What follows belongs to an exercise in optimizing a design on an open flow for small area, a short achievable clock period and few clock cycles; a production flow would make more cautious choices. No functional check of the RTL was part of any run shown here. No activity file was given, so power comes from the tool's default toggle rates.

[flow/config.mk]
export PLATFORM = sky130hd
export DESIGN_NAME = signed_gadget_decompose
export DESIGN_NICKNAME = signed_gadget_decompose
export VERILOG_FILES = /design/flow/design.v
export SDC_FILE = /design/flow/constraint.sdc
export NUM_CORES = 4
export LEC_CHECK = 0
export ABC_CLOCK_PERIOD_IN_PS = 3500
export CAP_MARGIN = 20
export CORE_MARGIN = 2
export CORE_UTILIZATION = 50
export PLACE_DENSITY = 0.65
export SETUP_SLACK_MARGIN = 3.5
export SLEW_MARGIN = 20
export TNS_END_PERCENT = 0
[flow/constraint.sdc]
create_clock -name core_clock -period 7.0 [get_ports {clk}]
set_input_delay 1.4000 -clock core_clock [delete_from_list [all_inputs] [get_ports {clk}]]
set_output_delay 1.4000 -clock core_clock [all_outputs]
set_load 0.01 [all_outputs]
[flow/design.v]
package sgd_pkg;
	localparam int COEF_W     = 32;
	localparam int DIGIT_W    = 16;
	localparam int LIDX_W     = 3;
	localparam int BITS_W     = 5;
	localparam int LEVELS_W   = 4;
	localparam int CFG_IDX_W  = 4;
	localparam int CFG_DATA_W = 8;
	localparam logic [CFG_IDX_W-1:0] REG_DIGIT_BITS = 4'd0;
	localparam logic [CFG_IDX_W-1:0] REG_LEVELS     = 4'd1;
endpackage
module signed_gadget_decompose (
	input  logic        clk,
	input  logic        arst_n,
	input  logic        cfg_valid,
	output logic        cfg_ready,
	input  logic [3:0]  cfg_index,
	input  logic [7:0]  cfg_data,
	input  logic        coef_valid,
	output logic        coef_ready,
	input  logic [31:0] coef_coefficient,
	output logic        result_valid,
	input  logic        result_ready,
	output logic signed [15:0] result_digit,
	output logic [2:0]  result_level_index,
	output logic        result_last
);
	logic [3:0]  bm1_q;     
	logic [2:0]  nm1_q;     
	logic [3:0]  bm1x_q;
	logic [2:0]  nm1x_q;
	localparam logic [3:0] BM1_RST = 4'd9;
	localparam logic [2:0] NM1_RST = 3'd1;
	logic        nz_q;      
	logic [31:0] x_q;       
	logic        valid_q;
	logic [2:0]  idx_q;
	logic [31:0] kofs;
	logic        last;
	logic        take;
	logic        adv;
	logic        zero_next;
	logic        sgn;
	logic [47:0] wide;
	logic [31:0] sum;
	assign cfg_ready = 1'b1;
	assign bm1_q     = bm1x_q ^ BM1_RST;
	assign nm1_q     = nm1x_q ^ NM1_RST;
	always_ff @(posedge clk or negedge arst_n) begin
		if (!arst_n) begin
			bm1x_q <= 4'd0;
			nm1x_q <= 3'd0;
			nz_q  <= 1'b0;
		end else if (cfg_valid) begin
			if (cfg_index == sgd_pkg::REG_DIGIT_BITS) begin
				if (cfg_data[4:0] == 5'd0)
					bm1x_q <= BM1_RST ^ 4'd0;
				else if (cfg_data[4:0] > 5'd16)
					bm1x_q <= BM1_RST ^ 4'd15;
				else
					bm1x_q <= BM1_RST ^ 4'(cfg_data[4:0] - 5'd1);
			end else if (cfg_index == sgd_pkg::REG_LEVELS) begin
				nz_q  <= (cfg_data[3:0] == 4'd0);
				nm1x_q <= NM1_RST ^ ((cfg_data[3:0] > 4'd8) ? 3'd7 : 3'(cfg_data[3:0] - 4'd1));
			end
		end
	end
	always_comb begin
		kofs = '0;
		for (int bv = 1; bv <= 16; bv++) begin
			for (int i = 0; i <= 8; i++) begin
				if (31 - bv * i >= 0) begin
					if (bm1_q == 4'(bv - 1) && (i == 0 || 3'(i - 1) <= nm1_q))
						kofs[31 - bv * i] = 1'b1;
				end
			end
		end
	end
	always_comb begin
		zero_next = 1'b0;
		for (int bv = 5; bv <= 16; bv++) begin
			if (bm1_q == 4'(bv - 1) && idx_q >= 3'(31 / bv))
				zero_next = 1'b1;
		end
	end
	always_comb begin
		logic [31:0] g, pp, gg, pg;
		g  = coef_coefficient & kofs;
		pp = coef_coefficient ^ kofs;
		gg = g;
		pg = pp;
		for (int l = 0; l < 5; l++) begin
			for (int j = 0; j < 32; j++) begin
				if (((j >> l) & 1) == 1) begin
					gg[j] = gg[j] | (pg[j] & gg[((j >> l) << l) - 1]);
					pg[j] = pg[j] & pg[((j >> l) << l) - 1];
				end
			end
		end
		sum[0] = pp[0];
		for (int j = 1; j < 32; j++)
			sum[j] = pp[j] ^ gg[j - 1];
	end
	assign last       = (idx_q == nm1_q);
	assign adv        = valid_q && result_ready;
	assign coef_ready = !valid_q || (result_ready && last);
	assign take       = coef_valid && coef_ready;
	assign sgn  = ~x_q[31];
	assign wide = {{16{sgn}}, sgn, x_q[30:0], 1'b0} << bm1_q;
	always_ff @(posedge clk or negedge arst_n) begin
		if (!arst_n) begin
			valid_q <= 1'b0;
			idx_q   <= 3'd0;
		end else if (take) begin
			valid_q <= !nz_q;
			idx_q   <= 3'd0;
		end else if (adv) begin
			if (last)
				valid_q <= 1'b0;
			idx_q <= idx_q + 3'd1;
		end
	end
	always_ff @(posedge clk) begin
		if (take) begin
			x_q    <= sum;
		end else if (adv) begin
			x_q    <= {wide[31] | zero_next, wide[30:0]};
		end
	end
	assign result_digit       = $signed(wide[47:32]);
	assign result_valid       = valid_q;
	assign result_level_index = idx_q;
	assign result_last        = last;
endmodule
[flow/flow/run.sh]
#!/bin/bash
set -euo pipefail
cd "$(dirname "$0")/.."
export BUFFER_PORTS_ARGS="-buffer_cell sky130_fd_sc_hd__buf_1"
bash standard.sh > standard_make.log 2>&1
[flow/standard.sh]
#!/bin/bash
# synth_recipe.tcl (not shown) runs the flow's synth.tcl, then flattens the netlist and writes it again
# the make line also repeats each setting of config.mk as NAME=value (left out here)
make -C /OpenROAD-flow-scripts/flow DESIGN_CONFIG=/design/flow/config.mk WORK_HOME=/design/flow/orfs CLKGATE_MAP_FILE= SYNTH_SCRIPT=/design/flow/synth_recipe.tcl "${@:-finish}"
==> results of run 1 <==
[critical path, stage by stage (launching register included)]
cell and delay [ns]:
dfrtp_2 0.49, clkinv_4 0.22, nand2_2 0.23, nor3_1 0.06, o21ai_0 0.15, nand2_1 0.15
ha_4 0.32, nand3_4 0.09, a211oi_4 0.31, a2bb2oi_4 0.13, buf_6 0.14, or4_4 0.45
a31oi_4 0.17, a21oi_2 0.09, xnor2_2 0.27, a22oi_1 0.14
[final timing paths]
| check | from | to | slack, ns | depth (start not counted) |
|---|---|---|---|---|
| worst max-delay path | bm1x_q[0] | x_q[31] | 3.32 | 15 |
| worst min register to register | nz_q | valid_q | 0.49 | 1 |
| min in group asynchronous | arst_n | valid_q | 1.08 | 1 |
| worst min-delay path | nz_q | valid_q | 0.49 | 1 |
| worst max register to register | bm1x_q[0] | x_q[31] | 3.32 | 15 |
| max in group asynchronous | arst_n | nm1x_q[2] | 5.42 | 1 |
[where the power goes]
group | internal, uW | leakage (uW) | switching (uW)
logic | 731 | 0.00213 | 921
clock network | 108 | 0.0000548 | 101
registers | 424 | 0.000456 | 128
total | 1260 | 0.00264 | 1150
[cell families after synthesis]
kind of cell    count (synthesis)
compound gates                196
xor+xnor                       27
fa+ha+maj                      35
buf+inv                        61
flops                          44
mux                            55
other cells                     1
simple gates                  222
[metrics by stage]
stage	cells	power, uW	setup slack (ns)	hold slack (ns)	instance area, um2
after floorplan	641	1570	3.47	0.424	5360
after global placement	809	1890	2.47	0.470	5620
after detailed placement	809	1910	2.53	0.504	5620
final	862	2410	3.32	0.491	6560
after CTS	854	2350	3.38	0.490	6470
after global routing	862	2560	3.22	0.523	6560
[cells in the final DEF (no fill, tap or decap), types with 16 or more instances in the layout]
master / count
a21oi_1: 55
buf_1: 67
buf_4: 40
edfxtp_1: 32
ha_1: 28
mux2i_1: 32
mux4_2: 19
nand2_1: 98
nand3_1: 16
nor2_1: 42
o21ai_0: 47
[per-layer routing]
layer,vias to the layer above,GRT usage [%],routed length (um)
li1,2565,-,-
met1,2610,43.8,7530
met2,313,49.9,8070
met3,51,3.59,1470
met4,0,10.6,512
met5,-,0,0
[flip-flops by register name (all words and copies together) (netlist names)]
signal   flops
nz_q         1
idx_q        3
bm1x_q       4
nm1x_q       3
valid_q      1
x_q         32
[layout make-up]
type / count / share of cell area (%)
sequential: 44 / 19.4
clock inverter: 3 / 0.706
tap: 136 / 2.59
timing repair inverter: 1 / 0.134
inverter: 17 / 1.37
clock buffer: 5 / 1.05
multi-input combinational: 536 / 61.4
timing repair buffer: 120 / 13.3
[what timing repair did]
item,CTS,global route
pin swaps,29,5
gates cloned,7,0
setup buffers,30,8
resized for setup,67,9
hold buffers,0,0
setup endpoints to repair,37,31
==> impl_metrics.ini, run 1 <==
[global_routing]
antenna_found_initial = 0
grt_pass1_wl_mm = 27.5
grt_pass1_vias = 5082
grt_max_degree = 60
overflow = 0
grt_use_total_pct = 31.1

[timing]
finClkSkew_ns = 0.0160
relSlewSlack_pct = 31.6
rsz0062_at_grt = true
finalSetupTns_ns = 0
fmax_mhz = 272
worst_pin_slew_ns = 1.02
setup_viol = 0
fin_crit_sh_pct = 52.6
finalHoldViolCount = 0
period_needed_ns = 3.68
final_max_slew_viol_count = 0

[synthesis]
synth_compound_area_share_pct = 24.9
synthAdderAreaFrac_pct = 8.49
yosys.cell_count.top_type = nand2_1
syn_nets = 724
yosysSeqAreaShare_pct = 23.8
synthSimpleGateAreaFrac_pct = 18.6
yosysTopAreaCell = edfxtp_1
muxShareOfSynthArea_pct = 14.9
synth_edf_count = 32
synth_area_um2 = 5310
synth.avg_cell_area_um2 = 8.28
synth_common_cells = nand2_1 (101), a21oi_1 (57), nor2_1 (51), o21ai_0 (50)
yosys_warnings = 1
yosysTopAreaCellShare_pct = 18.1
ys.flop_type = edfxtp_1
synthXorXnorAreaFrac_pct = 4.46
synthTopCellsByArea = edfxtp_1 (18%), mux4_2 (8.1%), ha_1 (7.5%), nand2_1 (7.1%), mux2i_1 (6.0%)
synth_cells = 641
ys_types = 74
async_reset_ff_share_pct = 27.3
yosys_register_bits = 44
synth_top_family_by_area = compound AO/OA/AOI/OAI gates

[finish]
n_antenna_cell = 0
nets = 808
multi_input_area_um2 = 4030
utilization_pct = 63.5
final_layout_size_suffix_gt1_share_pct = 20.9
areaGrowthSynthToFinish_pct = 23.6
n_fill_cell = 893
register_area_um2 = 1270

[drt]
first_pass_iters = 6
drcViolationCount = 0
drt-wirelength-per-cell_um = 20.4
first_iter_violations = 649
viasPerCell = 6.43
postRouteAntennaNets = 0
via_count = 5539
drt_wl_total_mm = 17.6

[cts]
clk_latency_ns = 0.32
cts_root_buf = clkbuf_8
cts-buffers-inserted = 5
htreeDepth = 2
cts_tree = done
clkTransAtPathRegs_ns = 0.10
clockBufferDepth = 2
numClockSinks = 44

[run_status]
outcome = complete, no violations

[placement]
portBuffers = 67
globalplace.congestion = 0.913
place_hpwl_mm = 11.8

[floorplan]
dieArea_um2 = 11500
rows = 37
initial_core_util_pct = 51.4
die_w_um = 107
fp.coreArea_um2 = 10300
die_h_um = 107
pin_count = 72

[worst_hold_path]
hold_path.class = flip-flop to flip-flop

[pwr]
vdd.ir_drop.worst_v = 0.000156
p_per_area_nw_per_um2 = 368
total_leakage_power_uw = 0.00264

[setup_path]
path_max_fanout = 16
arrival_ns = 3.75
cp.required_ns = 7.07
cp-end-kind = flip-flop
crit_path_start_kind = flip-flop
critPathKind = flip-flop to flip-flop

[job]
max_cap_viol_count = 0
==> inputs of run 2 (changes only) <==
--- a/flow/config.mk
+++ b/flow/config.mk
@@ -11,5 +11,5 @@
 export CORE_UTILIZATION = 50
 export PLACE_DENSITY = 0.65
-export SETUP_SLACK_MARGIN = 3.5
+export SETUP_SLACK_MARGIN = 3.65
 export SLEW_MARGIN = 20
 export TNS_END_PERCENT = 0
==> run 2 against run 1 <==
  * Still clean on timing, DRC and antenna
  * Core utilization up 3.0 points
  * Cell count up 2.2%
  * Sequential power about the same
  * Clock skew down 0.012 ns
  * Largest cell class unchanged
==> impl_metrics.ini, run 2 <==
[setup_path]
crit_path_start_kind = flip-flop
cp.required_ns = 7.05
path_max_fanout = 22
critPathSlowestCell = or4_4
arrival_ns = 3.83
critical-path-top-delay-family = simple AND/OR/NAND/NOR gates
crit_chain = buf_12 > nand2_2 > nor3_4 > a21oi_2 > a21oi_1 > nor2_1 > a21oi_2 > ha_1 > nand4_1 > nand2b_4 > or4_4 > a31oi_4 > a21oi_2 > xnor2_2 > a22oi_1
cpPeakStageDelay_ns = 0.57
critPathKind = flip-flop to flip-flop
cp-end-kind = flip-flop
path_buf_inv = 1
path_common_cell = a21oi_2

[timing]
relSlewSlack_pct = 55.8
finClkSkew_ns = 0.00382
rsz0062_at_grt = true
fin_crit_sh_pct = 54.0
setup_viol = 0
finalSetupTns_ns = 0
final_max_slew_viol_count = 0
setup_ws_ns = 3.22
worst_pin_slew_ns = 0.658
fmax_mhz = 264
period_needed_ns = 3.78
finalHoldViolCount = 0

[global_routing]
antenna_found_initial = 0
grt_use_total_pct = 30.1
grt_max_degree = 60
grt_pass1_wl_mm = 26.7
overflow = 0
grt_pass1_vias = 5090

[finish]
final_cell_mix = nand2_1 (94), buf_1 (65), buf_4 (54)
final_layout_size_suffix_gt1_share_pct = 25.5
n_fill_cell = 844
register_area_um2 = 1270
largest_reg_flops = 32
nets = 827
utilization_pct = 66.6
top_regs = x_q (32), bm1x_q (4)
final_common_cell = nand2_1
n_antenna_cell = 0
multi_input_area_um2 = 4170
regMostFlops = x_q
fin_cells = 881
areaGrowthSynthToFinish_pct = 29.5

[drt]
drt-wirelength-per-cell_um = 20.9
first_iter_violations = 645
via_count = 5684
drcViolationCount = 0
first_pass_iters = 5
postRouteAntennaNets = 0
drt_wl_total_mm = 18.4
viasPerCell = 6.45

[synthesis]
synth_common_cells = nand2_1 (101), a21oi_1 (57), nor2_1 (51), o21ai_0 (50)
yosys_warnings = 1
synthTopCellsByArea = edfxtp_1 (18%), mux4_2 (8.1%), ha_1 (7.5%), nand2_1 (7.1%), mux2i_1 (6.0%)
synth_cells = 641
yosysTopAreaCell = edfxtp_1
synth.avg_cell_area_um2 = 8.28
syn_nets = 724
yosysTopAreaCellShare_pct = 18.1
ys.flop_type = edfxtp_1
yosys.cell_count.top_type = nand2_1
yosysSeqAreaShare_pct = 23.8
yosys_register_bits = 44
synth_edf_count = 32
async_reset_ff_share_pct = 27.3
ys_types = 74
synth_area_um2 = 5310

[cts]
clk_latency_ns = 0.31
clkTransAtPathRegs_ns = 0.09
cts_hold_buf = 0
cts_tree = done
cts_root_buf = clkbuf_8
cts-buffers-inserted = 5
clockBufferDepth = 2
numClockSinks = 44
htreeDepth = 2

[floorplan]
dieArea_um2 = 11500
die_w_um = 107
initial_core_util_pct = 51.4
fp.coreArea_um2 = 10300
rows = 37
die_h_um = 107
pin_count = 72

[pwr]
total_leakage_power_uw = 0.00277
p_per_area_nw_per_um2 = 364
total_power_uw = 2500
vdd.ir_drop.worst_v = 0.000151

[run_status]
outcome = complete, no violations

[placement]
place_ws_ns = 2.73
globalplace.congestion = 0.915
place_hpwl_mm = 11.8
portBuffers = 67
dp.cells = 808

[worst_hold_path]
hold_path.class = flip-flop to flip-flop

[job]
max_cap_viol_count = 0
run 2: cell counts after synthesis:
No cell type changed its count.
run 2: cell type report:
cell class	count	share of cell area, %
Clock buffer	6	1.37
Clock inverter	2	0.182
Inverter	17	1.40
Multi-Input combinational cell	536	60.6
Sequential cell	44	18.6
Tap cell	136	2.48
Timing Repair Buffer	139	15.3
Timing Repair inverter	1	0.127
run 2: report_power, final:
group | internal (uW) | total [uW] | switching [uW] | leakage [uW]
Sequential | 424 | 550 | 126 | 0.000456
Combinational | 788 | 1770 | 977 | 0.00226
Clock | 91.3 | 186 | 94.2 | 0.0000523
run 2: through the flow:
stage / cell area, um2 / hold slack (ns)
after CTS: 6260 / 0.474
after global routing: 6870 / 0.513
after global placement: 5670 / 0.444
final: 6870 / 0.465
after detailed placement: 5670 / 0.461
after floorplan: 5430 / 0.424
run 2: what timing repair did:
item	in CTS	in global routing
setup endpoints to repair	39	31
pin swaps	10	34
buffers inserted	15	42
gates cloned	6	2
gates resized for setup	49	52
run 2: worst paths after layout:
check,cells past startpoint,end,slack (ns),start
max in group asynchronous,1,nm1x_q[1],5.43,arst_n
max,15,x_q[31],3.22,bm1x_q[2]
max reg2reg,15,x_q[31],3.22,bm1x_q[2]
min reg2reg,1,valid_q,0.47,nz_q
min,1,valid_q,0.47,nz_q
min in group asynchronous,1,nm1x_q[2],1.08,arst_n
run 2: logic make-up (layout without fill, tap and decap cells):
kind of cell,Yosys count,count (layout),synth area share [%]
AO/OA/AOI/OAI,196,196,24.9
XOR/XNOR,27,27,4.46
adder cells (fa/ha/maj),35,35,8.49
buffers and inverters,61,165,4.81
flip-flops,44,44,23.8
multiplexers,55,55,14.9
other,1,1,0.0707
AND/OR/NAND/NOR,222,222,18.6
run 2: per-layer routing:
layer  vias up  global-route usage [%]  routed length [um]
li1       2617                       -                   -
met1      2697                    39.0                7370
met2       311                    49.9                8750
met3        59                    5.11                1600
met4         0                    12.4                 712
met5         -                       0                   0
==> inputs of run 3 (changes only) <==
--- a/flow/config.mk
+++ b/flow/config.mk
@@ -11,5 +11,5 @@
 export CORE_UTILIZATION = 50
 export PLACE_DENSITY = 0.65
-export SETUP_SLACK_MARGIN = 3.65
+export SETUP_SLACK_MARGIN = 3.2
 export SLEW_MARGIN = 20
 export TNS_END_PERCENT = 0
==> run 3 against run 2 <==
  * Non-clock buffer count is 32 lower
  * Final area is 7.4% lower
  * Power is 2.2% lower
  * Synthesized cell count stayed put
  * Largest cell class unchanged
  * Largest power group unchanged
  * Highest routed layer unchanged
==> impl_metrics.ini, run 3 <==
[floorplan]
dieArea_um2 = 11500
die_w_um = 107
rows = 37
fp.coreArea_um2 = 10300
initial_core_util_pct = 51.4
die_h_um = 107
pin_count = 72

[synthesis]
ys_types = 74
synth_cells = 641
synth_area_um2 = 5310
yosys_register_bits = 44
synth_edf_count = 32
async_reset_ff_share_pct = 27.3
ys.flop_type = edfxtp_1
yosys_warnings = 1
synth_common_cells = nand2_1 (101), a21oi_1 (57), nor2_1 (51), o21ai_0 (50)
syn_nets = 724
synthTopCellsByArea = edfxtp_1 (18%), mux4_2 (8.1%), ha_1 (7.5%), nand2_1 (7.1%), mux2i_1 (6.0%)
yosys.cell_count.top_type = nand2_1
yosysSeqAreaShare_pct = 23.8
yosysTopAreaCellShare_pct = 18.1
synth.avg_cell_area_um2 = 8.28
yosysTopAreaCell = edfxtp_1

[global_routing]
antenna_found_initial = 0
grt_pass1_wl_mm = 27.7
grt_pass1_vias = 5178
grt_use_total_pct = 31.2
grt_max_degree = 57
overflow = 0

[finish]
fin_cells = 848
top_regs = x_q (32), bm1x_q (4)
nets = 794
n_antenna_cell = 0
final_common_cell = nand2_1
multi_input_area_um2 = 3920
largest_reg_flops = 32
register_area_um2 = 1270
final_cell_mix = nand2_1 (98), buf_1 (67), a21oi_1 (56)
areaGrowthSynthToFinish_pct = 19.9
final_layout_size_suffix_gt1_share_pct = 17.6
regMostFlops = x_q
n_fill_cell = 907

[setup_path]
rr_startpoint = bm1x_q[3]
rr_endpoint = x_q[25]
cp-end-kind = flip-flop
r2r_slack_ns = 3.25
cp.required_ns = 7.07
r2r_cells = 16
path_max_fanout = 5
crit_path_start_kind = flip-flop
arrival_ns = 3.83
critPathKind = flip-flop to flip-flop

[drt]
postRouteAntennaNets = 0
via_count = 5545
drt_wl_total_mm = 17.7
drt-wirelength-per-cell_um = 20.9
first_iter_violations = 490
first_pass_iters = 6
viasPerCell = 6.54
drcViolationCount = 0

[timing]
finalSetupTns_ns = 0
relSlewSlack_pct = 33.8
period_needed_ns = 3.75
worst_pin_slew_ns = 0.985
final_max_slew_viol_count = 0
rsz0062_at_grt = true
fin_crit_sh_pct = 53.6
setup_viol = 0
fin_hold_ws_ns = 0.455
finClkSkew_ns = 0.0116
finalHoldViolCount = 0
fmax_mhz = 266

[worst_hold_path]
min_to = valid_q
hold_path.class = flip-flop to flip-flop
holdPathStages = 1
min_from = nz_q

[pwr]
p_per_area_nw_per_um2 = 384
vdd.ir_drop.worst_v = 0.000158
total_leakage_power_uw = 0.00258

[placement]
portBuffers = 67
globalplace.congestion = 0.973
dp.cells = 809
place_hpwl_mm = 12.0

[cts]
htreeDepth = 2
cts_root_buf = clkbuf_8
cts-buffers-inserted = 5
cts_tree = done
numClockSinks = 44
clockBufferDepth = 2
clk_latency_ns = 0.32
clkTransAtPathRegs_ns = 0.09

[job]
max_cap_viol_count = 0

[run_status]
outcome = complete, no violations
==> run 3: what timing repair did <==
action,in CTS,in global routing
setup endpoints to repair,26,16
hold buffers,0,0
gates resized for setup,40,18
pin swaps,5,13
setup buffers,8,17
cloned,5,1
==> run 3: power breakdown <==
group / internal [uW] / leakage, uW / total [uW] / switching, uW
registers: 425 / 0.000456 / 557 / 133
logic: 694 / 0.00205 / 1610 / 915
clock network: 179 / 0.0000784 / 280 / 101
==> run 3: final cells by class <==
class	count	area share, %
sequential	44	20.0
inverter	17	1.26
multi-input combinational	536	61.6
timing repair buffer	107	11.9
clock buffer	5	1.08
tap	136	2.67
clock inverter	3	1.42
==> run 3: worst max path at each step <==
stage,cells after the start,start,endpoint
global route,16,bm1x_q[1],x_q[31]
floorplan,15,bm1x_q[1],x_q[17]
CTS,16,bm1x_q[1],x_q[31]
finish,16,bm1x_q[3],x_q[25]
global placement,15,bm1x_q[3],x_q[25]
detailed placement,15,bm1x_q[3],x_q[23]
==> run 3: metal layers <==
metal	global-route usage, %	share of wire (%)	vias to the layer above
li1	-	-	2538
met1	42.9	40	2604
met2	50.6	46	350
met3	5.59	12	53
met4	8.72	2.5	0
met5	0	0	-
==> run 3: critical path, stage by stage (launching register included) <==
cell and delay (ns):
dfrtp_2 0.39, buf_12 0.12, clkinvlp_4 0.12, nor2_4 0.21, o2111ai_2 0.12, a31o_2 0.27, o221ai_2 0.06, ha_1 0.30
a21o_1 0.21, a2111oi_4 0.35, a2bb2oi_4 0.30, buf_4 0.18, o31ai_4 0.09, a21oi_1 0.20, xor2_1 0.31, nor2_1 0.08
a31o_1 0.20
==> run 3: logic make-up (layout without fill, tap and decap cells) <==
kind of cell / after synthesis / in the layout / share of synthesized area, %
AO/OA/AOI/OAI: 196 / 196 / 24.9
XOR/XNOR: 27 / 27 / 4.46
adder cells (fa/ha/maj): 35 / 35 / 8.49
buffers and inverters: 61 / 132 / 4.81
flip-flops: 44 / 44 / 23.8
multiplexers: 55 / 55 / 14.9
other: 1 / 1 / 0.0707
AND/OR/NAND/NOR: 222 / 222 / 18.6
==> run 3: metrics by stage <==
step                      setup WS, ns  util, %  area, um2  total power [uW]
final                             3.25     61.6       6360              2440
after CTS                         3.18     59.4       6130              2340
after detailed placement          2.48     54.4       5610              1920
after global placement            2.52     54.4       5610              1900
after global routing              3.16     61.6       6360              2600
after floorplan                   3.16        -       5310              1550
==> inputs of run 4 (changes only) <==
--- a/flow/config.mk
+++ b/flow/config.mk
@@ -9,6 +9,6 @@
 export CAP_MARGIN = 20
 export CORE_MARGIN = 2
-export CORE_UTILIZATION = 50
-export PLACE_DENSITY = 0.65
+export CORE_UTILIZATION = 40
+export PLACE_DENSITY = 0.6
 export SETUP_SLACK_MARGIN = 3.2
 export SLEW_MARGIN = 20
==> run 4 against run 3 <==
  * Via count is 2.2% lower
  * Maximum frequency hardly changed
  * Clock power is 2% lower
  * Synthesized cell count unchanged
  * Global-route usage fell by 7.6 points
  * Final area shrank 2.5%
  * Register-to-register slack about the same
  * Non-clock buffer count fell by 4
==> impl_metrics.ini, run 4 <==
[placement]
place_hpwl_mm = 12.1
globalplace.congestion = 0.925
dp.cells = 850
portBuffers = 67

[finish]
utilization_pct = 47.4
n_antenna_cell = 0
fin_cells = 884
final_common_cell = nand2_1
regMostFlops = x_q
areaGrowthSynthToFinish_pct = 17.0
largest_reg_flops = 32
final_layout_size_suffix_gt1_share_pct = 16.4
top_regs = x_q (32), bm1x_q (4)
nets = 790
final_cell_mix = nand2_1 (98), buf_1 (67), a21oi_1 (55)
n_fill_cell = 1278

[synthesis]
synth_area_um2 = 5310
ys_types = 74
synthTopCellsByArea = edfxtp_1 (18%), mux4_2 (8.1%), ha_1 (7.5%), nand2_1 (7.1%), mux2i_1 (6.0%)
synth_common_cells = nand2_1 (101), a21oi_1 (57), nor2_1 (51), o21ai_0 (50)
yosys.cell_count.top_type = nand2_1
synth_edf_count = 32
yosysSeqAreaShare_pct = 23.8
synth_cells = 641
synth.avg_cell_area_um2 = 8.28
yosysTopAreaCell = edfxtp_1
async_reset_ff_share_pct = 27.3
yosys_warnings = 1
yosys_register_bits = 44
ys.flop_type = edfxtp_1
yosysTopAreaCellShare_pct = 18.1
syn_nets = 724

[timing]
worst_pin_slew_ns = 0.960
fin_crit_sh_pct = 53.7
fmax_mhz = 266
finalHoldViolCount = 0
relSlewSlack_pct = 35.4
final_max_slew_viol_count = 0
period_needed_ns = 3.76
rsz0062_at_grt = true
finClkSkew_ns = 0.00788
setup_viol = 0
finalSetupTns_ns = 0

[drt]
first_pass_iters = 5
via_count = 5424
postRouteAntennaNets = 0
viasPerCell = 6.14
first_iter_violations = 556
drcViolationCount = 0
drt_wl_total_mm = 16.8
drt-wirelength-per-cell_um = 19.1

[setup_path]
rr_startpoint = bm1x_q[0]
arrival_ns = 3.85
critPathKind = flip-flop to flip-flop
cp-end-kind = flip-flop
critPathSlowestCell = or4_4
path_buf_inv = 1
path_max_fanout = 56
critical-path-top-delay-family = compound AO/OA/AOI/OAI gates
cpPeakStageDelay_ns = 0.60
crit_path_start_kind = flip-flop
cp-startpoint = bm1x_q[0]
crit_chain = buf_12 > nand2_1 > nor2_1 > nand3_1 > a21oi_2 > ha_2 > o21a_1 > o2111a_1 > a2bb2oi_4 > or4_4 > a31oi_4 > a21oi_2 > xnor2_2 > a22oi_1
cp.required_ns = 7.09
path_common_cell = a21oi_2

[cts]
cts-buffers-inserted = 5
clk_latency_ns = 0.30
clockBufferDepth = 2
clkTransAtPathRegs_ns = 0.06
cts_tree = done
cts_root_buf = clkbuf_16
numClockSinks = 44
cts_hold_buf = 0
htreeDepth = 2

[floorplan]
initial_core_util_pct = 40.6
rows = 42
fp.coreArea_um2 = 13100
die_w_um = 119
die_h_um = 119
dieArea_um2 = 14200
pin_count = 72

[pwr]
vdd.ir_drop.worst_v = 0.000160
p_per_area_nw_per_um2 = 376
total_leakage_power_uw = 0.00247

[run_status]
outcome = complete, no violations

[worst_hold_path]
min_from = nz_q
hold_path.class = flip-flop to flip-flop

[job]
max_cap_viol_count = 0

[global_routing]
antenna_found_initial = 0
grt_pass1_vias = 4990
grt_max_degree = 60
grt_pass1_wl_mm = 26.6
grt_use_total_pct = 23.6
overflow = 0
## run 4: cell counts after synthesis
Identical to the previous run, type by type.
## run 4: worst paths after layout
check	slack (ns)	cells past startpoint	to
max	3.24	14	x_q[31]
min	0.46	1	valid_q
max reg2reg	3.24	14	x_q[31]
min reg2reg	0.46	1	valid_q
max in group asynchronous	5.43	1	nm1x_q[2]
min in group asynchronous	1.10	1	nz_q
## run 4: final cells by class
cell class                 instances  area, um2  area share (%)
inverter                          17       66.3            1.07
multi-input combinational        536       3890            62.7
tap                              176        220            3.55
timing repair buffer             103        594            9.57
sequential                        44       1270            20.5
clock buffer                       6        129            2.08
clock inverter                     2       35.0           0.564
## run 4: metal layers
layer	GRT usage (%)	vias to the layer above	part of all wire, %
met3	2.63	26	8.4
met1	33.3	2598	41
met4	6.25	0	2.0
met5	0	-	0
met2	38.5	273	48
li1	-	2527	-
## run 4: what timing repair did
action / CTS / global route
cloned: 0 / 1
hold endpoints to repair: 0 / 0
endpoints found under the setup margin: 23 / 14
pin swaps: 2 / 3
setup buffers: 7 / 18
resized for setup: 25 / 22
## run 4: per-stage QoR
step / area (um2) / power [uW] / hold slack [ns] / worst slack [ns]
after floorplan: 5310 / 1550 / 0.424 / 3.16
after global placement: 5670 / 1900 / 0.443 / 2.68
after detailed placement: 5670 / 1930 / 0.462 / 2.61
after CTS: 5970 / 2250 / 0.471 / 3.18
after global routing: 6210 / 2510 / 0.518 / 3.11
final: 6210 / 2330 / 0.458 / 3.24
## run 4: logic make-up (layout without fill, tap and decap cells)
group / after synthesis / after routing / synth area share [%]
XOR/XNOR: 27 / 27 / 4.46
buffers and inverters: 61 / 128 / 4.81
adder cells (fa/ha/maj): 35 / 35 / 8.49
flip-flops: 44 / 44 / 23.8
AND/OR/NAND/NOR: 222 / 222 / 18.6
AO/OA/AOI/OAI: 196 / 196 / 24.9
multiplexers: 55 / 55 / 14.9
other: 1 / 1 / 0.0707
## run 4: worst reg2reg max path, delay by kind of cell, from the launching register on
family / cells / cell delay [ns]
and+or+nand+nor: 4 / 1.20
AOI/OAI and AO/OA: 7 / 1.28
DFF: 1 / 0.41
xor gates and xnor gates: 1 / 0.13
buffers and inverters: 1 / 0.29
adders and majority gates: 1 / 0.25
## run 4: where the power goes
part	leakage, uW	switching, uW	internal (uW)	total [uW]
sequential	0.000457	123	424	548
combinational	0.00194	876	636	1510
clock	0.0000808	107	168	275
==> inputs of run 5 (changes only) <==
--- a/flow/design.v
+++ b/flow/design.v
@@ -122,8 +122,9 @@
 	end
 	always_ff @(posedge clk) begin
-		if (take) begin
-			x_q    <= sum;
-		end else if (adv) begin
-			x_q    <= {wide[31] | zero_next, wide[30:0]};
+		if (!valid_q || result_ready) begin
+			if (!valid_q || last)
+				x_q <= sum;
+			else
+				x_q <= {wide[31] | zero_next, wide[30:0]};
 		end
 	end
--- a/flow/config.mk
+++ b/flow/config.mk
@@ -9,7 +9,7 @@
 export CAP_MARGIN = 20
 export CORE_MARGIN = 2
-export CORE_UTILIZATION = 40
-export PLACE_DENSITY = 0.6
-export SETUP_SLACK_MARGIN = 3.2
+export CORE_UTILIZATION = 50
+export PLACE_DENSITY = 0.65
+export SETUP_SLACK_MARGIN = 3.5
 export SLEW_MARGIN = 20
 export TNS_END_PERCENT = 0
==> run 5 against run 4 <==
  * Still clean
  * Die area down 19%
  * First-iteration DRC count down 0.72%
  * Worst setup slack better by 0.13 ns
  * Synthesized area up 0.38%
  * Sequential cell count unchanged
  * Combinational power up 26%
  * Largest power group unchanged
  * Highest routed layer unchanged
==> impl_metrics.ini, run 5 <==
[synthesis]
yosys.cell_count.top_type = nand2_1
yosys_warnings = 1
ys.flop_type = edfxtp_1
yosysSeqAreaShare_pct = 23.7
yosys_register_bits = 44
synth_area_um2 = 5330
ys_types = 67
yosysTopAreaCell = edfxtp_1
yosysTopAreaCellShare_pct = 18.0
syn_nets = 727
synth_cells = 644
synthTopCellsByArea = edfxtp_1 (18%), mux4_2 (9.3%), ha_1 (7.5%), mux2i_1 (7.0%), nand2_1 (6.0%)
synth_common_cells = nand2_1 (85), a21oi_1 (61), o21ai_0 (50), nor2_1 (48), mux2i_1 (37)
async_reset_ff_share_pct = 27.3
synth.avg_cell_area_um2 = 8.27
synth_edf_count = 32

[placement]
dp.cells = 804
dpl_cell_area_um2 = 5660
portBuffers = 67
globalplace.congestion = 0.878
place_hpwl_mm = 10.9
place_ws_ns = 2.76

[finish]
nets = 810
largest_reg_flops = 32
n_antenna_cell = 0
fin_cells = 864
areaGrowthSynthToFinish_pct = 25.3
final_cell_mix = nand2_1 (80), buf_1 (67), a21oi_1 (54)
n_fill_cell = 846
top_regs = x_q (32), bm1x_q (4)
fin_area_um2 = 6680
final_common_cell = nand2_1
regMostFlops = x_q
final_layout_size_suffix_gt1_share_pct = 22.5

[pwr]
power.switching_uw = 1310
total_leakage_power_uw = 0.00264
clockPowerShare_pct = 6.3
seqPwrFrac_pct = 22.4
combPwrFrac_pct = 71.3
p_per_area_nw_per_um2 = 402
total_power_uw = 2690
vdd.ir_drop.worst_v = 0.000196
switching_share_pct = 48.6
p_int_uw = 1380

[floorplan]
die_w_um = 107
dieArea_um2 = 11500
pin_count = 72
fp.coreArea_um2 = 10300
die_h_um = 107
initial_core_util_pct = 51.6
rows = 37

[timing]
finClkSkew_ns = 0.00976
period_needed_ns = 3.62
relSlewSlack_pct = 33.5
setup_viol = 0
finalHoldViolCount = 0
fin_crit_sh_pct = 51.8
worst_pin_slew_ns = 0.989
finalSetupTns_ns = 0
fmax_mhz = 276
final_max_slew_viol_count = 0
rsz0062_at_grt = true
setup_ws_ns = 3.38

[global_routing]
grt_use_total_pct = 28.9
grt_pass1_wl_mm = 25.9
grt_max_degree = 48
antenna_found_initial = 0
overflow = 0
grt_pass1_vias = 5024

[drt]
via_count = 5596
viasPerCell = 6.48
drcViolationCount = 0
first_pass_iters = 5
first_iter_violations = 552
drt-wirelength-per-cell_um = 20.1
drt_wl_total_mm = 17.4
postRouteAntennaNets = 0

[setup_path]
critPathKind = flip-flop to flip-flop
cp-end-kind = flip-flop
path_max_fanout = 6
crit_path_start_kind = flip-flop
cp.required_ns = 7.06
arrival_ns = 3.69

[cts]
numClockSinks = 44
htreeDepth = 2
cts_tree = done
clkTransAtPathRegs_ns = 0.09
cts-buffers-inserted = 5
clk_latency_ns = 0.31
cts_root_buf = clkbuf_8
cts_hold_buf = 0
clockBufferDepth = 2

[run_status]
outcome = complete, no violations

[worst_hold_path]
hold_path.class = flip-flop to flip-flop

[job]
max_cap_viol_count = 0
-- run 5: cell count changes after synthesis, sizes merged, moves of 4 or more --
cell / change
and3: -5
clkbuf: +5
mux2i: +5
nand2: -16
nand2b: +6
nor2b: +6
nor3: +5
or3: +4
xnor2: -4
-- run 5: logic make-up (layout without fill, tap and decap cells) --
logic type	count (synthesis)	in the layout	share of synthesized area [%]
flip-flops	44	44	23.7
AO/OA/AOI/OAI	196	196	23.5
buffers and inverters	67	150	5.07
adder cells (fa/ha/maj)	36	36	8.64
multiplexers	63	63	17.1
other	1	1	0.0704
AND/OR/NAND/NOR	215	216	18.3
XOR/XNOR	22	22	3.62
-- run 5: critical path: stages, from the launching register on --
cell,delay [ns]
dfrtp_2,0.46
clkinvlp_4,0.20
nand2_4,0.10
a211oi_2,0.23
a21oi_1,0.09
o21ai_2,0.23
ha_4,0.24
a31o_1,0.22
o221a_1,0.28
a22o_4,0.28
a41oi_4,0.31
o31ai_4,0.11
o31ai_2,0.20
nor2_1,0.06
or3_1,0.37
-- run 5: stage by stage --
stage | util (%) | hold WS [ns]
after global placement | 54.8 | 0.441
after CTS | 60.4 | 0.462
after floorplan | - | 0.424
after global routing | 64.7 | 0.506
final | 64.7 | 0.454
after detailed placement | 54.8 | 0.450
-- run 5: area by class of cell --
cell class / instances / area [um2] / share of cell area (%)
Clock inverter: 3 / 23.8 / 0.356
Inverter: 17 / 88.8 / 1.33
Timing Repair inverter: 1 / 6.26 / 0.0937
Sequential cell: 44 / 1270 / 19.1
Clock buffer: 5 / 68.8 / 1.03
Timing Repair Buffer: 124 / 921 / 13.8
Multi-Input combinational cell: 534 / 4120 / 61.8
Tap cell: 136 / 170 / 2.55
-- run 5: layer usage --
metal | wire, um | vias up | track usage (%)
li1 | - | 2594 | -
met1 | 7190 | 2643 | 40.1
met2 | 8120 | 323 | 47.2
met3 | 1600 | 36 | 3.28
met4 | 458 | 0 | 9.00
met5 | 0 | - | 0
-- run 5: timing repair --
item | 4_1_cts | 5_1_grt
cloned | 6 | 2
endpoints found under the setup margin | 39 | 26
gates resized for setup | 48 | 48
buffers inserted | 21 | 23
pin swaps | 11 | 27
-- run 5: final timing paths --
path | startpoint | endpoint | slack, ns | depth (start not counted)
max | bm1x_q[1] | x_q[31] | 3.38 | 14
min in group asynchronous | arst_n | idx_q[2] | 1.08 | 1
min | nz_q | valid_q | 0.45 | 1
max in group asynchronous | arst_n | bm1x_q[3] | 5.43 | 1
min reg2reg | nz_q | valid_q | 0.45 | 1
max reg2reg | bm1x_q[1] | x_q[31] | 3.38 | 14
-- run 5: power by group through the flow --
stage          Clock, uW  Sequential [uW]  Combinational (uW)
2_1_floorplan          0              528                1250
3_3_place_gp           0              599                1520
3_5_place_dp           0              604                1540
4_1_cts              171              592                1730
5_1_grt              179              615                2080
6_report             170              601                1910
==> inputs of run 6 (changes only) <==
--- a/flow/config.mk
+++ b/flow/config.mk
@@ -11,5 +11,5 @@
 export CORE_UTILIZATION = 50
 export PLACE_DENSITY = 0.65
-export SETUP_SLACK_MARGIN = 3.5
+export SETUP_SLACK_MARGIN = 3.2
 export SLEW_MARGIN = 20
 export TNS_END_PERCENT = 0
==> run 6 against run 5 <==
  * Sequential share of layout area grew 0.50 points
  * Cell count shrank 0.93%
  * Synthesized cell count is the same
  * Critical endpoint is now x_q[30]
  * Clock power grew 19%
==> impl_metrics.ini, run 6 <==
[synthesis]
yosys_warnings = 1
yosysTopAreaCell = edfxtp_1
ys.flop_type = edfxtp_1
yosys.cell_count.top_type = nand2_1
synth.avg_cell_area_um2 = 8.27
yosysSeqAreaShare_pct = 23.7
synth_edf_count = 32
syn_nets = 727
synthTopCellsByArea = edfxtp_1 (18%), mux4_2 (9.3%), ha_1 (7.5%), mux2i_1 (7.0%), nand2_1 (6.0%)
yosys_register_bits = 44
ys_types = 67
async_reset_ff_share_pct = 27.3
synth_area_um2 = 5330
synth_cells = 644
synth_common_cells = nand2_1 (85), a21oi_1 (61), o21ai_0 (50), nor2_1 (48), mux2i_1 (37)
yosysTopAreaCellShare_pct = 18.0

[setup_path]
critPathKind = flip-flop to flip-flop
cp.depth = 15
crit_chain = clkinvlp_4 > buf_6 > nand2_8 > a211oi_2 > a21oi_2 > o21ai_2 > ha_1 > a31o_4 > o221a_4 > a22o_4 > a41oi_4 > o31ai_4 > o31a_1 > o21a_1 > o31ai_1
crit_path_start_kind = flip-flop
path_buf_inv = 2
critPathSlowestCell = dfrtp_4
path_max_fanout = 7
arrival_ns = 3.95
cpPeakStageDelay_ns = 0.56
cp-end-kind = flip-flop
r2r_cells = 15
cp.required_ns = 7.14
critical-path-top-delay-family = compound AO/OA/AOI/OAI gates

[timing]
finalHoldViolCount = 0
fmax_mhz = 262
fin_hold_ws_ns = 0.454
finalSetupTns_ns = 0
setup_ws_ns = 3.18
period_needed_ns = 3.82
worst_pin_slew_ns = 0.951
final_max_slew_viol_count = 0
relSlewSlack_pct = 36.0
fin_crit_sh_pct = 54.5
setup_viol = 0
finClkSkew_ns = 0.0103
rsz0062_at_grt = true

[finish]
final_cell_mix = nand2_1 (81), buf_1 (67), a21oi_1 (56)
final_layout_size_suffix_gt1_share_pct = 18.6
areaGrowthSynthToFinish_pct = 22.6
n_antenna_cell = 0
top_regs = x_q (32), bm1x_q (4)
nets = 802
final_common_cell = nand2_1
n_fill_cell = 888
utilization_pct = 63.3
largest_reg_flops = 32
regMostFlops = x_q

[global_routing]
antenna_found_initial = 0
grt_use_total_pct = 26.5
overflow = 0
grt_pass1_wl_mm = 23.9
grt_pass1_vias = 4669
grt_max_degree = 48

[cts]
numClockSinks = 44
cts_hold_buf = 0
clk_latency_ns = 0.31
htreeDepth = 2
cts_tree = done
clockBufferDepth = 2
clkTransAtPathRegs_ns = 0.09
cts_root_buf = clkbuf_8
cts-buffers-inserted = 5

[floorplan]
dieArea_um2 = 11500
rows = 37
die_w_um = 107
initial_core_util_pct = 51.6
fp.coreArea_um2 = 10300
die_h_um = 107
pin_count = 72

[run_status]
outcome = complete, no violations

[pwr]
p_per_area_nw_per_um2 = 406
total_leakage_power_uw = 0.00261
vdd.ir_drop.worst_v = 0.000189

[placement]
place_ws_ns = 2.31
portBuffers = 67
place_hpwl_mm = 11.0
globalplace.congestion = 0.878

[drt]
drt-wirelength-per-cell_um = 20.0
first_iter_violations = 681
postRouteAntennaNets = 0
drcViolationCount = 0
viasPerCell = 6.41
drt_wl_total_mm = 17.1
first_pass_iters = 5
via_count = 5491

[job]
max_cap_viol_count = 0

[worst_hold_path]
hold_path.class = flip-flop to flip-flop
holdPathStages = 1
run 6: changes by cell type in the layout (fill, tap and decap cells not counted), moves of 3 or more:
cell	delta
buf_4	-8
bufbuf_16	-3
clkbuf_16	+3
nor2_1	+3
ha_4	-3
ha_1	+5
run 6: what timing repair did:
item,CTS,global route
setup buffers,5,30
gates resized for setup,23,63
setup endpoints to repair,39,29
cloned,1,7
pin swaps,2,28
run 6: stage by stage:
stage / area (um2) / total power, uW / cells
after floorplan: 5360 / 1750 / 644
after global placement: 5620 / 2110 / 805
after detailed placement: 5620 / 2140 / 805
after CTS: 5880 / 2400 / 819
after global routing: 6530 / 2840 / 856
final: 6530 / 2650 / 856
run 6: kinds of logic (layout without fill, tap and decap cells):
kind of cell | after synthesis | in the layout | share of synthesized area [%]
multiplexers | 63 | 63 | 17.1
flip-flops | 44 | 44 | 23.7
adder cells (fa/ha/maj) | 36 | 36 | 8.64
XOR/XNOR | 22 | 22 | 3.62
AND/OR/NAND/NOR | 215 | 216 | 18.3
AO/OA/AOI/OAI | 196 | 196 | 23.5
other | 1 | 1 | 0.0704
buffers and inverters | 67 | 142 | 5.07
run 6: path summary, 6_finish.rpt:
path	startpoint	endpoint	slack [ns]
max	bm1x_q[1]	x_q[30]	3.18
max reg2reg	bm1x_q[1]	x_q[30]	3.18
max in group asynchronous	arst_n	bm1x_q[1]	5.46
min reg2reg	nz_q	valid_q	0.45
min	nz_q	valid_q	0.45
min in group asynchronous	arst_n	idx_q[1]	1.07
run 6: final cells by class:
type | count | area, um2 | area share [%]
Multi-Input combinational cell | 534 | 4020 | 61.5
Sequential cell | 44 | 1280 | 19.6
Timing Repair Buffer | 116 | 846 | 12.9
Tap cell | 136 | 170 | 2.60
Inverter | 17 | 97.6 | 1.49
Clock buffer | 5 | 68.8 | 1.05
Clock inverter | 3 | 42.5 | 0.651
Timing Repair inverter | 1 | 11.3 | 0.172
run 6: power by group:
part           leakage [uW]  internal [uW]  switching, uW
sequential         0.000459            458            154
combinational       0.00210            808           1030
clock             0.0000558            106           96.3
run 6: metal layers:
metal / vias up / GRT usage (%) / wire [um]
met2: 283 / 42.5 / 7880
li1: 2573 / - / -
met5: - / 0 / 0
met3: 39 / 2.92 / 1770
met4: 0 / 6.96 / 465
met1: 2596 / 38.0 / 6990
==> inputs of run 7 (changes only) <==
--- a/flow/design.v
+++ b/flow/design.v
@@ -36,4 +36,5 @@
 	logic        valid_q;
 	logic [2:0]  idx_q;
+	logic        zero_q;    
 	logic [31:0] kofs;
 	logic        last;
@@ -43,5 +44,4 @@
 	logic        sgn;
 	logic [47:0] wide;
-	logic [31:0] sum;
 	assign cfg_ready = 1'b1;
 	assign bm1_q     = bm1x_q ^ BM1_RST;
@@ -84,22 +84,4 @@
 		end
 	end
-	always_comb begin
-		logic [31:0] g, pp, gg, pg;
-		g  = coef_coefficient & kofs;
-		pp = coef_coefficient ^ kofs;
-		gg = g;
-		pg = pp;
-		for (int l = 0; l < 5; l++) begin
-			for (int j = 0; j < 32; j++) begin
-				if (((j >> l) & 1) == 1) begin
-					gg[j] = gg[j] | (pg[j] & gg[((j >> l) << l) - 1]);
-					pg[j] = pg[j] & pg[((j >> l) << l) - 1];
-				end
-			end
-		end
-		sum[0] = pp[0];
-		for (int j = 1; j < 32; j++)
-			sum[j] = pp[j] ^ gg[j - 1];
-	end
 	assign last       = (idx_q == nm1_q);
 	assign adv        = valid_q && result_ready;
@@ -122,12 +104,13 @@
 	end
 	always_ff @(posedge clk) begin
-		if (!valid_q || result_ready) begin
-			if (!valid_q || last)
-				x_q <= sum;
-			else
-				x_q <= {wide[31] | zero_next, wide[30:0]};
+		if (take) begin
+			x_q    <= coef_coefficient + kofs;
+			zero_q <= 1'b0;
+		end else if (adv) begin
+			x_q    <= wide[31:0];
+			zero_q <= zero_next;
 		end
 	end
-	assign result_digit       = $signed(wide[47:32]);
+	assign result_digit       = zero_q ? 16'sd0 : $signed(wide[47:32]);
 	assign result_valid       = valid_q;
 	assign result_level_index = idx_q;
--- a/flow/config.mk
+++ b/flow/config.mk
@@ -11,5 +11,5 @@
 export CORE_UTILIZATION = 50
 export PLACE_DENSITY = 0.65
-export SETUP_SLACK_MARGIN = 3.2
+export SETUP_SLACK_MARGIN = 3.5
 export SLEW_MARGIN = 20
-export TNS_END_PERCENT = 0
+export TNS_END_PERCENT = 20
==> run 7 against run 6 <==
  * Synthesized area is 16% higher
  * Die area is 15% higher
  * Critical endpoint is now result_digit[3]
  * Cell count is 16% higher
  * Wire length is 25% higher
  * Clock skew is 0.0010 ns lower
  * Final area is 13% higher
  * Register-to-register slack better by 0.30 ns
  * Largest cell class unchanged
  * Combinational power is 5% higher
  * Synthesized cell count is 21% higher
  * Still clean
  * Sequential share of layout area is 2.0 points lower
  * Clock power is 21% higher
==> impl_metrics.ini, run 7 <==
[run_status]
outcome = complete, no violations

[worst_hold_path]
hold_path.class = flip-flop to flip-flop
min_from = nz_q
min_to = nz_q
holdPathStages = 2

[timing]
fin_hold_ws_ns = 0.486
setup_viol = 0
rsz0062_at_grt = true
worst_pin_slew_ns = 0.642
fmax_mhz = 275
relSlewSlack_pct = 56.9
finalHoldViolCount = 0
finClkSkew_ns = 0.00924
finalSetupTns_ns = 0
final_max_slew_viol_count = 0
fin_crit_sh_pct = 52.0
period_needed_ns = 3.64

[finish]
fin_cells = 993
largest_reg_flops = 32
regMostFlops = x_q
nets = 926
top_regs = x_q (32), bm1x_q (4)
n_antenna_cell = 0
areaGrowthSynthToFinish_pct = 19.6
fin_area_um2 = 7370
final_cell_mix = nand2_1 (74), nor2_1 (73), buf_1 (64)
final_common_cell = nand2_1
n_fill_cell = 1055
final_layout_size_suffix_gt1_share_pct = 21.3

[synthesis]
yosysTopAreaCellShare_pct = 15.6
yosys.cell_count.top_type = nor2_1
synth_common_cells = nor2_1 (83), nand2_1 (76), a21oi_1 (65), o21ai_0 (56), mux2i_1 (48)
yosysTopAreaCell = edfxtp_1
synth.avg_cell_area_um2 = 7.88
async_reset_ff_share_pct = 26.7
yosys_warnings = 1
yosysSeqAreaShare_pct = 20.8
synthTopCellsByArea = edfxtp_1 (16%), mux2i_1 (7.8%), ha_1 (6.5%), a21oi_1 (5.3%), mux4_2 (5.1%)
syn_nets = 863
synth_area_um2 = 6160
synth_edf_count = 32
ys_types = 76
yosys_register_bits = 45
ys.flop_type = edfxtp_1
synth_cells = 782

[cts]
clk_latency_ns = 0.30
clkTransAtPathRegs_ns = 0.07
cts_hold_buf = 0
numClockSinks = 45
cts-buffers-inserted = 5
clockBufferDepth = 2
cts_tree = done
cts_root_buf = clkbuf_16
htreeDepth = 2

[pwr]
clockPowerShare_pct = 8.7
seqPwrFrac_pct = 22.5
combPwrFrac_pct = 68.8
p_per_area_nw_per_um2 = 380
total_leakage_power_uw = 0.00285
power.switching_uw = 1380
total_power_uw = 2800
p_int_uw = 1420
vdd.ir_drop.worst_v = 0.000134
switching_share_pct = 49.4

[placement]
portBuffers = 67
dp.cells = 944
dpl_cell_area_um2 = 6380
place_hpwl_mm = 15.0
globalplace.congestion = 1.01

[job]
max_cap_viol_count = 0

[drt]
postRouteAntennaNets = 0
viasPerCell = 6.77
first_iter_violations = 769
drt_wl_total_mm = 21.4
drcViolationCount = 0
via_count = 6724
first_pass_iters = 6
drt-wirelength-per-cell_um = 21.5

[floorplan]
pin_count = 72
die_w_um = 115
fp.coreArea_um2 = 12000
initial_core_util_pct = 51.3
die_h_um = 115
rows = 40
dieArea_um2 = 13200

[setup_path]
r2r_slack_ns = 3.48
critPathKind = flip-flop to output port
cp-end-kind = output port
path_max_fanout = 22
rr_endpoint = x_q[14]
r2r_cells = 12
arrival_ns = 2.24
rr_startpoint = bm1x_q[1]
cp.required_ns = 5.60
crit_path_start_kind = flip-flop

[global_routing]
grt_max_degree = 44
grt_pass1_wl_mm = 32.3
antenna_found_initial = 1
grt_use_total_pct = 31.1
overflow = 0
grt_pass1_vias = 6087
run 7: cell count changes after synthesis, moves of 11 or more:
cell     change
nor2_1      +35
nand4_1     +17
mux2_2      +15
buf_2       +13
mux2i_1     +11
run 7: worst max path at each step:
stage	start	slack [ns]	cells after the start	to
after detailed placement	bm1x_q[3]	2.79	10	x_q[29]
after CTS	bm1x_q[0]	3.41	6	result_digit[6]
final	bm1x_q[1]	3.36	7	result_digit[3]
after global routing	bm1x_q[1]	3.31	8	result_digit[3]
after floorplan	bm1x_q[1]	3.65	17	x_q[30]
after global placement	bm1x_q[3]	2.77	10	x_q[29]
run 7: what timing repair did:
item | CTS | global route
endpoints found under the setup margin | 40 | 30
cloned | 1 | 1
setup buffers | 18 | 21
pin swaps | 1 | 13
gates resized for setup | 35 | 77
run 7: per-layer routing:
| metal | up-vias | track usage (%) | wire, um |
|---|---|---|---|
| met1 | 3171 | 42.0 | 8850 |
| met4 | 0 | 12.9 | 650 |
| li1 | 3101 | - | - |
| met3 | 51 | 4.80 | 1940 |
| met5 | - | 0 | 0 |
| met2 | 401 | 49.7 | 9950 |
run 7: stage by stage:
step | util (%) | setup slack, ns
finish | 61.4 | 3.36
global route | 61.4 | 3.31
CTS | 57.0 | 3.41
detailed placement | 53.1 | 2.79
global placement | 53.1 | 2.77
floorplan | - | 3.65
run 7: area by class of cell:
class	instances	area, um2	area share (%)
Tap cell	147	184	2.50
Clock inverter	2	13.8	0.187
Timing Repair Buffer	115	752	10.2
Multi-Input combinational cell	657	4890	66.3
Inverter	21	93.8	1.27
Clock buffer	6	139	1.88
Sequential cell	45	1300	17.6
run 7: worst max-delay path, cell delays in order (launching register included):
cell and delay [ns]:
dfrtp_4 0.53, buf_12 0.15, buf_16 0.15, mux2_2 0.30, mux4_2 0.50, nor2_2 0.10, a211oi_1 0.05, clkbuf_2 0.15
run 7: logic make-up after synthesis:
kind of cell / after synthesis / share of synthesized area (%)
AND/OR/NAND/NOR: 287 / 22.1
AO/OA/AOI/OAI: 238 / 25.5
multiplexers: 81 / 16.4
buffers and inverters: 80 / 5.93
flip-flops: 45 / 20.8
adder cells (fa/ha/maj): 32 / 6.50
XOR/XNOR: 18 / 2.68
other: 1 / 0.0608
run 7: power by group through the flow:
stage | combinational, uW | clock [uW] | sequential, uW
floorplan | 1260 | 0 | 543
global placement | 1570 | 0 | 650
detailed placement | 1600 | 0 | 656
CTS | 1730 | 246 | 623
global route | 2070 | 252 | 643
finish | 1930 | 244 | 628

-- re-timing with driven ports --
The results above use ideal ports. As a check the final layouts listed here were re-extracted and re-timed, cells and wires unchanged.
Step 1, drivers: a clkbuf_16 drives clk and a buf_2 each remaining input, both assumed.
Step 2, shift: input delay + t, output delay - t, t = (earliest + latest rising clock arrival at the registers) / 2. This alone moves slack from input paths to output paths.
a / b / c = no drivers / after step 1 / after step 2; a / b = the first two.
run	t, ns	setup WS [ns]	latest minus earliest clock arrival (ns)
run 1	0.348	3.321 / 3.321 / 3.073	0.016 / 0.016
run 2	0.340	3.218 / 3.218 / 3.095	0.004 / 0.004
run 3	0.342	3.247 / 3.247 / 2.974	0.012 / 0.012
run 4	0.332	3.243 / 3.243 / 3.002	0.008 / 0.008
run 5	0.336	3.377 / 3.377 / 3.140	0.009 / 0.009
run 6	0.340	3.183 / 3.183 / 3.001	0.011 / 0.010
run 7	0.328	3.358 / 3.322 / 3.385	0.009 / 0.009
After both steps setup and hold are still met in every run listed. The setup slack of run 3, which loses most, moves by 0.000 ns with the drivers and by -0.273 ns with both steps.
